This design comes from an exercise in tuning for small area, a short achievable clock period and few clock cycles per item on the open sky130 flow, not from production work. Only simulation tests tie the RTL to the original design; equivalence was not proved. No activity file was given, so power comes from the tool's default toggle rates.

<file path="flow/config.mk">
export PLATFORM = sky130hd
export DESIGN_NAME = moving_average_oversampled
export DESIGN_NICKNAME = moving_average_oversampled
export VERILOG_FILES = /design/flow/design.v
export SDC_FILE = /design/flow/constraint.sdc
export NUM_CORES = 4
export LEC_CHECK = 0
export CAP_MARGIN = 20
export CORE_MARGIN = 2
export CORE_UTILIZATION = 40
export SLEW_MARGIN = 20
</file>
<file path="flow/design.v">
package mao_pkg;
	localparam int WindowDepth = 32;
	localparam int AddrW       = (WindowDepth > 1) ? $clog2(WindowDepth) : 1;
	localparam int PosW        = $clog2(WindowDepth + 1);
	localparam int SampleW     = 32;
	localparam int TapW        = 6;
	localparam int FactorW     = 16;
	localparam int CfgDataW    = 16;
	localparam int SumW        = SampleW + $clog2(WindowDepth);
	localparam int AluW        = SumW + 1;
	localparam int RemW        = FactorW + 1;
	localparam int CntMax      = (SumW > WindowDepth) ? SumW : WindowDepth;
	localparam int CntW        = $clog2(CntMax + 1);
	localparam logic [TapW-1:0]    TapCountReset = TapW'(32);
	localparam logic [FactorW-1:0] FactorReset   = FactorW'(1);
	typedef enum logic [2:0] {
		StIdle,
		StFill,
		StDivc,
		StSum,
		StAbs,
		StDiv,
		StNeg,
		StDone
	} state_t;
	typedef enum logic {
		CfgTapCount   = 1'b0,
		CfgOversample = 1'b1
	} cfg_reg_t;
endpackage
module mao_addsub (
	input  logic signed [mao_pkg::AluW-1:0] a,
	input  logic signed [mao_pkg::AluW-1:0] b,
	input  logic                            sub,
	output logic signed [mao_pkg::AluW-1:0] y
);
	always_comb begin
		if (sub) begin
			y = a - b;
		end else begin
			y = a + b;
		end
	end
endmodule
module mao_window_ram (
	input  logic                        clk,
	input  logic                        wr_en,
	input  logic [mao_pkg::AddrW-1:0]   wr_addr,
	input  logic [mao_pkg::SampleW-1:0] wr_data,
	input  logic [mao_pkg::AddrW-1:0]   rd_addr,
	output logic [mao_pkg::SampleW-1:0] rd_data
);
	logic [mao_pkg::SampleW-1:0] mem [mao_pkg::WindowDepth];
	always_ff @(posedge clk) begin
		if (wr_en) begin
			mem[wr_addr] <= wr_data;
		end
	end
	always_ff @(posedge clk) begin
		rd_data <= mem[rd_addr];
	end
endmodule
module moving_average_oversampled (
	input  logic                                clk,
	input  logic                                arst_n,
	input  logic                                sample_valid,
	output logic                                sample_stall,
	input  logic signed [mao_pkg::SampleW-1:0]  sample,
	output logic                                result_valid,
	input  logic                                result_stall,
	output logic signed [mao_pkg::SampleW-1:0]  filtered,
	output logic                                clipped,
	input  logic                                cfg_valid,
	output logic                                cfg_ready,
	input  logic                                cfg_index,
	input  logic [mao_pkg::CfgDataW-1:0]        cfg_data
);
	mao_pkg::state_t state_q, state_d;
	logic [mao_pkg::TapW-1:0]              tap_count_q;
	logic [mao_pkg::FactorW-1:0]           factor_q;
	logic [mao_pkg::FactorW-1:0]           held_factor_q;
	logic                                  primed_q;
	logic [mao_pkg::PosW-1:0]              wpos_q;
	logic [mao_pkg::CntW-1:0]              cnt_q;
	logic [mao_pkg::TapW-1:0]              taps_q;
	logic [mao_pkg::TapW-1:0]              divisor_q;
	logic [mao_pkg::RemW-1:0]              rem_q;
	logic signed [mao_pkg::AluW-1:0]       acc_q;
	logic                                  neg_q;
	logic                                  rd_vld_q;
	logic                                  result_valid_q;
	logic signed [mao_pkg::SampleW-1:0]    filtered_q;
	logic                                  clipped_q;
	logic                                  accept;
	logic                                  out_free;
	logic [mao_pkg::TapW-1:0]              taps;
	logic [mao_pkg::PosW-1:0]              wpos_eff;
	logic                                  wr_en;
	logic [mao_pkg::AddrW-1:0]             wr_addr;
	logic [mao_pkg::SampleW-1:0]           rd_data;
	logic signed [mao_pkg::AluW-1:0]       alu_a;
	logic signed [mao_pkg::AluW-1:0]       alu_b;
	logic                                  alu_sub;
	logic signed [mao_pkg::AluW-1:0]       alu_y;
	logic                                  step_ok;
	logic [mao_pkg::RemW-1:0]              divc_shift;
	logic [mao_pkg::RemW-1:0]              div_shift;
	logic [mao_pkg::TapW-1:0]              div_next;
	logic                                  sum_more;
	logic [mao_pkg::AluW-mao_pkg::SampleW:0] upper;
	logic                                  in_range;
	logic signed [mao_pkg::SampleW-1:0]    sat_value;
	assign sample_stall = (state_q != mao_pkg::StIdle);
	assign accept       = sample_valid && !sample_stall;
	assign out_free     = !result_valid_q || !result_stall;
	assign cfg_ready    = 1'b1;
	assign result_valid = result_valid_q;
	assign filtered     = filtered_q;
	assign clipped      = clipped_q;
	assign taps = (32'(tap_count_q) > mao_pkg::WindowDepth) ?
		mao_pkg::TapW'(mao_pkg::WindowDepth) : tap_count_q;
	assign wpos_eff = (32'(wpos_q) >= 32'(taps)) ? '0 : wpos_q;
	assign wr_en   = (accept && primed_q) || (state_q == mao_pkg::StFill);
	assign wr_addr = (state_q == mao_pkg::StFill) ?
		cnt_q[mao_pkg::AddrW-1:0] : wpos_eff[mao_pkg::AddrW-1:0];
	mao_window_ram u_ram (
		.clk     (clk),
		.wr_en   (wr_en),
		.wr_addr (wr_addr),
		.wr_data ((state_q == mao_pkg::StFill) ? acc_q[mao_pkg::SampleW-1:0] : sample),
		.rd_addr (cnt_q[mao_pkg::AddrW-1:0]),
		.rd_data (rd_data)
	);
	assign divc_shift = {rem_q[mao_pkg::RemW-2:0], divisor_q[mao_pkg::TapW-1]};
	assign div_shift  = {rem_q[mao_pkg::RemW-2:0], acc_q[mao_pkg::SumW-1]};
	assign sum_more   = (32'(cnt_q) < 32'(taps_q));
	always_comb begin
		alu_a   = acc_q;
		alu_b   = '0;
		alu_sub = 1'b0;
		unique case (state_q)
			mao_pkg::StSum: begin
				alu_a = acc_q;
				alu_b = mao_pkg::AluW'(signed'(rd_data));
			end
			mao_pkg::StDivc: begin
				alu_a   = mao_pkg::AluW'(divc_shift);
				alu_b   = mao_pkg::AluW'(held_factor_q);
				alu_sub = 1'b1;
			end
			mao_pkg::StDiv: begin
				alu_a   = mao_pkg::AluW'(div_shift);
				alu_b   = mao_pkg::AluW'(divisor_q);
				alu_sub = 1'b1;
			end
			mao_pkg::StAbs, mao_pkg::StNeg: begin
				alu_a   = '0;
				alu_b   = acc_q;
				alu_sub = 1'b1;
			end
			default: begin
				alu_a   = acc_q;
				alu_b   = '0;
				alu_sub = 1'b0;
			end
		endcase
	end
	mao_addsub u_alu (
		.a   (alu_a),
		.b   (alu_b),
		.sub (alu_sub),
		.y   (alu_y)
	);
	assign step_ok  = !alu_y[mao_pkg::AluW-1];
	assign div_next = {divisor_q[mao_pkg::TapW-2:0], step_ok};
	assign upper     = acc_q[mao_pkg::AluW-1:mao_pkg::SampleW-1];
	assign in_range  = (&upper) || !(|upper);
	assign sat_value = in_range ? acc_q[mao_pkg::SampleW-1:0] :
		(acc_q[mao_pkg::AluW-1] ? {1'b1, {(mao_pkg::SampleW-1){1'b0}}} :
		{1'b0, {(mao_pkg::SampleW-1){1'b1}}});
	always_ff @(posedge clk or negedge arst_n) begin
		if (!arst_n) begin
			state_q <= mao_pkg::StIdle;
		end else begin
			state_q <= state_d;
		end
	end
	always_comb begin
		state_d = state_q;
		unique case (state_q)
			mao_pkg::StIdle: begin
				if (accept) begin
					state_d = primed_q ? mao_pkg::StDivc : mao_pkg::StFill;
				end
			end
			mao_pkg::StFill: begin
				if (32'(cnt_q) == mao_pkg::WindowDepth - 1) begin
					state_d = mao_pkg::StDone;
				end
			end
			mao_pkg::StDivc: begin
				if (32'(cnt_q) == mao_pkg::TapW - 1) begin
					state_d = mao_pkg::StSum;
				end
			end
			mao_pkg::StSum: begin
				if (!sum_more && !rd_vld_q) begin
					state_d = mao_pkg::StAbs;
				end
			end
			mao_pkg::StAbs: begin
				state_d = mao_pkg::StDiv;
			end
			mao_pkg::StDiv: begin
				if (32'(cnt_q) == mao_pkg::SumW - 1) begin
					state_d = mao_pkg::StNeg;
				end
			end
			mao_pkg::StNeg: begin
				state_d = mao_pkg::StDone;
			end
			mao_pkg::StDone: begin
				if (out_free) begin
					state_d = mao_pkg::StIdle;
				end
			end
			default: begin
				state_d = mao_pkg::StIdle;
			end
		endcase
	end
	always_ff @(posedge clk or negedge arst_n) begin
		if (!arst_n) begin
			tap_count_q   <= mao_pkg::TapCountReset;
			factor_q      <= mao_pkg::FactorReset;
			held_factor_q <= mao_pkg::FactorReset;
			primed_q      <= 1'b0;
			wpos_q        <= '0;
			cnt_q         <= '0;
			rd_vld_q      <= 1'b0;
		end else begin
			if (cfg_valid && cfg_ready) begin
				unique case (cfg_index)
					mao_pkg::CfgTapCount:   tap_count_q <= cfg_data[mao_pkg::TapW-1:0];
					mao_pkg::CfgOversample: factor_q    <= cfg_data[mao_pkg::FactorW-1:0];
				endcase
			end
			unique case (state_q)
				mao_pkg::StIdle: begin
					cnt_q    <= '0;
					rd_vld_q <= 1'b0;
					if (accept && !primed_q) begin
						held_factor_q <= (factor_q == '0) ? mao_pkg::FactorReset : factor_q;
					end
					if (accept && primed_q) begin
						wpos_q <= wpos_eff + mao_pkg::PosW'(1);
					end
				end
				mao_pkg::StFill: begin
					cnt_q <= cnt_q + mao_pkg::CntW'(1);
					if (32'(cnt_q) == mao_pkg::WindowDepth - 1) begin
						primed_q <= 1'b1;
					end
				end
				mao_pkg::StDivc: begin
					if (32'(cnt_q) == mao_pkg::TapW - 1) begin
						cnt_q    <= '0;
						rd_vld_q <= 1'b0;
					end else begin
						cnt_q <= cnt_q + mao_pkg::CntW'(1);
					end
				end
				mao_pkg::StSum: begin
					rd_vld_q <= sum_more;
					if (sum_more) begin
						cnt_q <= cnt_q + mao_pkg::CntW'(1);
					end
				end
				mao_pkg::StAbs: begin
					cnt_q <= '0;
				end
				mao_pkg::StDiv: begin
					cnt_q <= cnt_q + mao_pkg::CntW'(1);
				end
				mao_pkg::StNeg, mao_pkg::StDone: begin
					cnt_q <= '0;
				end
				default: begin
					cnt_q <= '0;
				end
			endcase
		end
	end
	always_ff @(posedge clk) begin
		unique case (state_q)
			mao_pkg::StIdle: begin
				if (accept) begin
					acc_q     <= primed_q ? '0 : mao_pkg::AluW'(sample);
					taps_q    <= taps;
					divisor_q <= taps;
					rem_q     <= '0;
				end
			end
			mao_pkg::StDivc: begin
				rem_q <= step_ok ? alu_y[mao_pkg::RemW-1:0] : divc_shift;
				if (32'(cnt_q) == mao_pkg::TapW - 1 && div_next == '0) begin
					divisor_q <= mao_pkg::TapW'(1);
				end else begin
					divisor_q <= div_next;
				end
			end
			mao_pkg::StSum: begin
				if (rd_vld_q) begin
					acc_q <= alu_y;
				end
			end
			mao_pkg::StAbs: begin
				neg_q <= acc_q[mao_pkg::AluW-1];
				rem_q <= '0;
				if (acc_q[mao_pkg::AluW-1]) begin
					acc_q <= alu_y;
				end
			end
			mao_pkg::StDiv: begin
				rem_q <= step_ok ? alu_y[mao_pkg::RemW-1:0] : div_shift;
				acc_q <= {1'b0, acc_q[mao_pkg::SumW-2:0], step_ok};
			end
			mao_pkg::StNeg: begin
				if (neg_q) begin
					acc_q <= alu_y;
				end
			end
			mao_pkg::StFill, mao_pkg::StDone: begin
				acc_q <= acc_q;
			end
			default: begin
				acc_q <= acc_q;
			end
		endcase
	end
	always_ff @(posedge clk or negedge arst_n) begin
		if (!arst_n) begin
			result_valid_q <= 1'b0;
		end else begin
			if (state_q == mao_pkg::StDone && out_free) begin
				result_valid_q <= 1'b1;
			end else if (result_valid_q && !result_stall) begin
				result_valid_q <= 1'b0;
			end
		end
	end
	always_ff @(posedge clk) begin
		if (state_q == mao_pkg::StDone && out_free) begin
			filtered_q <= sat_value;
			clipped_q  <= !in_range;
		end
	end
endmodule
</file>
<file path="flow/constraint.sdc">
create_clock -name core_clock -period 8.0 [get_ports {clk}]
set_input_delay 1.6000 -clock core_clock [delete_from_list [all_inputs] [get_ports {clk}]]
set_output_delay 1.6000 -clock core_clock [all_outputs]
set_load 0.01 [all_outputs]
</file>
<file path="flow/run.sh">
#!/bin/bash
# synth_recipe.tcl (not shown) runs the flow's synth.tcl, then flattens the netlist and writes it again
# the make line also repeats each setting of config.mk as NAME=value (left out here)
make -C /OpenROAD-flow-scripts/flow DESIGN_CONFIG=/design/flow/config.mk WORK_HOME=/design/flow/orfs CLKGATE_MAP_FILE= SYNTH_SCRIPT=/design/flow/synth_recipe.tcl finish
</file>
==> impl_metrics.py <==
metrics = {
    "run_status": {
        "outcome": "timing/DRC/antenna clean",
    },
    "yosys": {
        "post-synth-top-area-cell": "edfxtp_1",
        "ys_ff_latch": 1212,
        "avgSynthCellArea_um2": 17.6,
        "synth_area_leaders": "edfxtp_1, mux4_2, dfrtp_1",
        "seq_area_frac_synth_pct": 70.2,
        "synth_common_cells": "edfxtp_1, nand2_1, mux4_2, clkbuf_1, nor2_1",
        "synth_top_area_share_pct": 66.2,
        "synth_most_common_cell": "edfxtp_1",
        "syn_area_um2": 51000,
        "async_flop_share_pct": 4.62,
        "synthCells": 2905,
        "synth_fp_nets": 3013,
        "synth_cell_type_count": 78,
        "synth_edf_count": 1124,
        "synthFlopType": "edfxtp_1",
        "synth_warnings": 3,
    },
    "finish": {
        "final_nets": 3137,
        "syn2layout_area_growth_pct": 14.5,
        "drive_above_1_share_pct": 22.6,
    },
    "route": {
        "route.detailed.drc": 0,
        "firstDrtPassIters": 6,
        "finalWirelength_mm": 135,
        "drt-initial-drc-count": 3181,
        "routed-via-count": 27900,
        "via_per_inst": 5.82,
        "post_drt_wl_per_cell_um": 28.2,
        "drtAntennaViolNets": 0,
    },
    "timing": {
        "fmax_mhz": 143,
        "slew-limit-headroom_pct": 25.5,
        "finalSetupTns_ps": 0,
        "fin_skew_ps": 31.6,
        "report.final.slew_viol_count": 0,
        "final-hold-violation-count": 0,
        "rsz0062_at_grt": "false",
        "fin_ws_ps": 1030,
        "fin_crit_ps": 6970,
        "finalCritPeriodShare_pct": 87.2,
        "setup_violations": 0,
        "worstMarginPinSlew_ps": 1120,
        "whs_ps": 502,
    },
    "floorplan": {
        "core.rowCount": 131,
        "dieArea_um2": 130000,
        "design.core.area_um2": 127000,
        "die_h_um": 361,
        "initial_core_util_pct": 40.2,
        "die_x_um": 361,
        "ioPinCount": 90,
    },
    "clock_tree": {
        "ctsHoldBuffers": 0,
        "postCtsResizedCells": 0,
        "clkLatencyLatePin_ps": 750,
        "cts_htree_levels": 3,
        "tritoncts": "built",
        "clkTransAtPathRegs_ps": 60,
        "cts_sinks": 1212,
        "cts_setup_buffers": 0,
        "root_buffer": "clkbuf_16",
        "cts_buffers": 118,
        "cts.path.max_buffers": 3,
    },
    "placed_design": {
        "dpl.hpwl_mm": 83.2,
        "dpl_worst_slack_ps": 1140,
        "port-buffer-count": 88,
        "routabilityCongestion": 0.907,
    },
    "min_path": {
        "hp-class": "reg2reg",
    },
    "global_routing": {
        "antenna_found_initial": 4,
        "overflow": 0,
        "grt_pass1_vias": 28400,
        "grt_pass1_wl_mm": 196,
        "grt_max_degree": 148,
        "track_usage_pct": 20.6,
    },
    "power": {
        "vdd_drop_max_mv": 0.235,
        "p_leak_uw": 0.0192,
        "p_per_area_nw_per_um2": 415,
    },
    "setup_path": {
        "cp_max_fo": 19,
        "critical_path.startpoint_type": "register",
        "critical_path_class": "reg2reg",
        "cp_data_required_time_ps": 8580,
        "crit_path_end_kind": "register",
        "worstPathArrival_ps": 7560,
    },
    "job": {
        "drv_cap": 0,
    },
}
==> cell families after synthesis <==
kind of cell / share of synthesized area, %
flops: 70.2
simple gates: 4.99
compound gates: 5.69
mux: 15.2
buf+inv: 1.59
xor+xnor: 1.03
fa+ha+maj: 1.34
other cells: 0.00735
==> sequential cells by signal, summed over array words and instances, names as in the netlist, 16 cells and up <==
name           cells
u_ram.rd_data     32
u_ram.mem       1024
acc_q             38
rem_q             16
filtered_q        32
held_factor_q     16
factor_q          16
==> path summary, 6_finish.rpt <==
path / cells after the start / slack, ps / endpoint / startpoint
worst min register to register: 1 / 500 / wpos_q[5] / wpos_q[5]
min in group asynchronous: 2 / 1010 / result_valid_q / arst_n
worst min-delay path: 1 / 500 / wpos_q[5] / wpos_q[5]
worst max-delay path: 18 / 1030 / rem_q[4] / state_q[0]
max in group asynchronous: 2 / 6370 / cnt_q[2] / arst_n
worst max register to register: 18 / 1030 / rem_q[4] / state_q[0]
==> layout by cell type (no fill, tap or decap), drive strengths merged, types with 42 or more instances in the layout <==
cell and n:
edfxtp 1124, nand2 325, mux4 320, clkbuf 166, nor2 113, clkdlybuf4s50 87
buf 80, a21oi 76, o21ai 75, ha 53, dfrtp 53, a21o 49
inv 45, mux2 42, clkinv 42
==> report_power, final <==
| part | leakage, uW | switching (uW) | total [uW] | internal [uW] |
|---|---|---|---|---|
| clock network | 0.00195 | 2390 | 5670 | 3280 |
| registers | 0.0111 | 671 | 8860 | 8190 |
| logic | 0.00609 | 5870 | 9720 | 3840 |
==> critical path: stages, from the launching register on <==
cell and delay [ps]:
dfrtp_1 800, buf_4 330, mux2_2 370, a221oi_1 400
nand2_1 150, or3_1 370, or3_1 550, nand2b_1 210
a21oi_1 200, xor2_1 200, ha_1 320, nand2_1 180
o21ai_0 140, o41ai_1 500, a21boi_0 240, a2111oi_2 780
o21a_1 650, o211ai_1 190, a21oi_1 210
==> per-stage QoR <==
step	cell area [um2]	std cells	utilization [%]	power, uW
3_3_place_gp	54200	4565	42.7	18500
2_1_floorplan	51000	2905	-	15500
4_1_cts	58200	4789	45.9	24300
3_5_place_dp	54300	4567	42.7	18600
6_report	58400	4795	46.0	24300
5_1_grt	58400	4793	46.0	25500
==> final cells by class <==
type,instances,area (um2)
clock buffers,166,3320
repair buffers,167,1590
flip-flops and latches,1212,35800
inverters,44,165
clock inverters,56,647
diodes,2,5.00
well taps,1662,2080
multi-input cells,1486,14800
fillers,10600,68600
==> layer usage <==
layer	global-route usage, %	wire length, um
met4	6.99	4110
met5	0	0
met1	27.8	55900
met3	2.84	8180
met2	34.5	66900
Testbench counts, summed over its fixed seeds: cycles 142,048, items 1,920.

==> separate check: timing with driven ports <==
The results above use ideal ports. As a check the final layout listed here was re-extracted and re-timed, cells and wires unchanged.
Step 1, drivers: a clkbuf_16 drives clk and a buf_2 each remaining input, both assumed.
Step 2, shift: input delay + t, output delay - t, t = (earliest + latest rising clock arrival at the registers) / 2. This alone moves slack from input paths to output paths.
Slacks: ideal / step 1 / step 2; pairs: ideal / step 1.
shift t [ns]: 0.803
setup WS [ns]: 1.026 / 1.026 / 1.026
hold WS [ns]: 0.502 / 0.502 / 0.502
worst setup path at the end: register to register
clock arrival spread, ns: 0.039 / 0.040
After both steps this run still meets setup and hold. For this run, drivers alone change the setup slack by 0.000 ns; drivers and shift together by 0.000 ns.
